From an optimization exercise on the open Yosys and OpenROAD flow, aimed at small area, a short achievable clock period and few clock cycles per item; shortcuts taken in it are not production practice.
Power figures rest on the tool's default switching activity, not on a simulated workload.

== 04-10 ==
Design muldiv_unit, start of the top module:
module muldiv_unit #(
    parameter int XLEN       = 32,
    parameter int MUL_STAGES = 2
) (
    input  logic            clk,
    input  logic            reset,
    input  logic            flush,
    input  logic            in_valid,
    output logic            in_ready,
    input  logic [2:0]      op,
    input  logic [XLEN-1:0] operand_1,
    input  logic [XLEN-1:0] operand_2,
    output logic            out_valid,
    input  logic            out_ready,
    output logic [XLEN-1:0] result,
    output logic            zero,
    output logic            busy
);
Size: about 110 I/O pins, about 19000 um^2 of cells after synthesis.
Settings: LEC_CHECK=0, CAP_MARGIN=20, CORE_MARGIN=2, CORE_UTILIZATION=40, SLEW_MARGIN=20; clock period 11.0 ns.
standard.sh (not shown) runs the stock make flow with config.mk's settings and CLKGATE_MAP_FILE= SYNTH_SCRIPT=/design/flow/synth_recipe.tcl, a recipe that flattens the netlist after the stock synthesis.
==> flow/flow/run.sh <==
#!/bin/bash
# Standard ORFS layout (the standard.sh, unchanged synthesis), with
# port buffers of a real drive strength and timing repair aimed below the
# clock period so the achieved period shrinks. Constraints are the standard flow's.
# flow/knobs.txt holds extra make variables, one per line.
set -euo pipefail
mapfile -t KNOBS < <(grep -v '^#' flow/knobs.txt | grep -v '^$')
bash standard.sh \
  "BUFFER_PORTS_ARGS=-buffer_cell sky130_fd_sc_hd__buf_4" \
  "${KNOBS[@]}" \
  finish > flow_make.log 2>&1
==> flow/flow/knobs.txt <==
SETUP_SLACK_MARGIN=6.8
TNS_END_PERCENT=10
No stage failed in 04-10, and the final checks on the layout all came back clean.
Setup changes, 04-10 to 03-26
-- flow/design.v --
<<< 04-10, line 19
    localparam int W = XLEN + 4;
    logic            r_idle;
    logic            r_ld;       
    logic            r_busy;
    logic            r_valid;
>>> 03-26, line 19
    localparam int W = XLEN + 4;
    logic            r_idle;
    logic            r_busy;
    logic            r_valid;
<<< 04-10, line 189
    end
    always_ff @(posedge clk or posedge reset) begin
        if (reset)
            r_ld <= 1'b1;
        else
            r_ld <= ~(~flush & ((r_ld & in_valid) | (~r_ld & ~(r_valid & out_ready))));
    end
    always_ff @(posedge clk or posedge reset) begin
        if (reset) begin
            r_idle  <= 1'b1;
>>> 03-26, line 188
    end
    always_ff @(posedge clk or posedge reset) begin
        if (reset) begin
            r_idle  <= 1'b1;
<<< 04-10, line 242
        n_ctwo  = r_ctwo;
        n_csub  = r_csub;
        if (r_ld) begin
            n_prep = op[2];
            n_mul  = ~op[2];
>>> 03-26, line 235
        n_ctwo  = r_ctwo;
        n_csub  = r_csub;
        if (r_idle) begin
            n_prep = op[2];
            n_mul  = ~op[2];
<<< 04-10, line 295
        end
    end
    wire n_rem  = r_ld ? (op[2] & op[1]) : r_rem;
    wire n_mlo  = r_ld ? (op == 3'b000) : r_mlo;
    wire n_aneg = r_ld ? (op[2] & ~op[0] & operand_1[XLEN-1]) : r_aneg;
    wire n_bneg = r_ld ? (op[2] & ~op[0] & operand_2[XLEN-1]) : r_bneg;
    always_ff @(posedge clk) begin
        p_prep  <= n_prep;
>>> 03-26, line 288
        end
    end
    wire n_rem  = r_idle ? (op[2] & op[1]) : r_rem;
    wire n_mlo  = r_idle ? (op == 3'b000) : r_mlo;
    wire n_aneg = r_idle ? (op[2] & ~op[0] & operand_1[XLEN-1]) : r_aneg;
    wire n_bneg = r_idle ? (op[2] & ~op[0] & operand_2[XLEN-1]) : r_bneg;
    always_ff @(posedge clk) begin
        p_prep  <= n_prep;
<<< 04-10, line 319
        r_aneg  <= n_aneg;
        r_bneg  <= n_bneg;
        if (r_ld)
            r_mhu <= (op == 3'b011) & operand_1[XLEN-1];
        r_la    <= la;
>>> 03-26, line 312
        r_aneg  <= n_aneg;
        r_bneg  <= n_bneg;
        if (r_idle)
            r_mhu <= (op == 3'b011) & operand_1[XLEN-1];
        r_la    <= la;
<<< 04-10, line 326
        r_pb    <= pb;
        r_bzero <= bz;
        if (r_ld)
            r_qneg <= in_aneg ^ in_bneg;
        r_first <= p_prep;
        c_a0   <= n_prep | n_neg | r_ld;
        c_bzp  <= (n_div & ~n_ninv) | (n_corr & ~n_bneg) | n_mfix | (n_mul & n_bone & ~n_bsub);
        c_bzn  <= (n_div & n_ninv) | (n_corr & n_bneg) | (n_mul & n_bone & n_bsub);
>>> 03-26, line 319
        r_pb    <= pb;
        r_bzero <= bz;
        if (r_idle)
            r_qneg <= in_aneg ^ in_bneg;
        r_first <= p_prep;
        c_a0   <= n_prep | n_neg | r_idle;
        c_bzp  <= (n_div & ~n_ninv) | (n_corr & ~n_bneg) | n_mfix | (n_mul & n_bone & ~n_bsub);
        c_bzn  <= (n_div & n_ninv) | (n_corr & n_bneg) | (n_mul & n_bone & n_bsub);
<<< 04-10, line 361
        else if (x_mlo)
            r_x <= {{(W-XLEN){1'b0}}, sum[3:0], r_y[XLEN-1:4]};
        if (r_ld)
            r_y <= operand_1;
        else if (p_div)
>>> 03-26, line 354
        else if (x_mlo)
            r_x <= {{(W-XLEN){1'b0}}, sum[3:0], r_y[XLEN-1:4]};
        if (r_idle)
            r_y <= operand_1;
        else if (p_div)
<<< 04-10, line 367
        else if (p_mul)
            r_y <= {sum[3:0], r_y[XLEN-1:4]};
        if (r_ld)
            r_z <= {((op == 3'b001) | (op[2] & ~op[0])) & operand_2[XLEN-1], operand_2};
        else if (p_prep)
>>> 03-26, line 360
        else if (p_mul)
            r_y <= {sum[3:0], r_y[XLEN-1:4]};
        if (r_idle)
            r_z <= {((op == 3'b001) | (op[2] & ~op[0])) & operand_2[XLEN-1], operand_2};
        else if (p_prep)
--- outcome ---
Looking at most common cell after layout, fill and taps aside, the sky130_fd_sc_hd__nand2_1 result is from 04-10; the sky130_fd_sc_hd__buf_4 one comes from 03-26. Per the comparison of 03-26 with 04-10, sequential area share after synthesis saw a decrease; non-filler instance count after layout saw little to no change; ratio of routed vias to standard cells saw an increase; core box area saw an increase; number of nets in the finished design saw little to no change. Summary of 03-26 over 04-10: share of total power consumed by net switching higher, share of power burned in the clock network now sits at about the same level.
Function was not checked in any run of this note: the RTL went through the layout flow alone.

## afterwards: timing with drivers on the ports
How much do the figures lean on ideal ports? The routed layouts below were timed once more, with nothing changed but the port constraints.
Step 1 sets driving cells, clkbuf_16 on the clock port and buf_2 on the other inputs (assumed; they add their load-dependent delay and slew).
Step 2 also shifts input and output timing later by t, the mid clock arrival at the registers, as if the neighbouring blocks saw the same clock.
Three values: ideal ports, drivers, drivers and shift; two values: the first two.
run	t (ns)	setup slack, ns	hold WS [ns]	slew at the worst register clock pin (ns)
04-10	0.510	6.555 / 6.555 / 6.299	0.471 / 0.471 / 0.471	0.08 / 0.08
03-26	0.518	6.559 / 6.559 / 6.193	0.518 / 0.518 / 0.518	0.08 / 0.08
After both steps every run listed still meets setup and hold. For 03-26, which loses most, drivers alone change the setup slack by 0.000 ns; drivers and shift together by -0.366 ns.
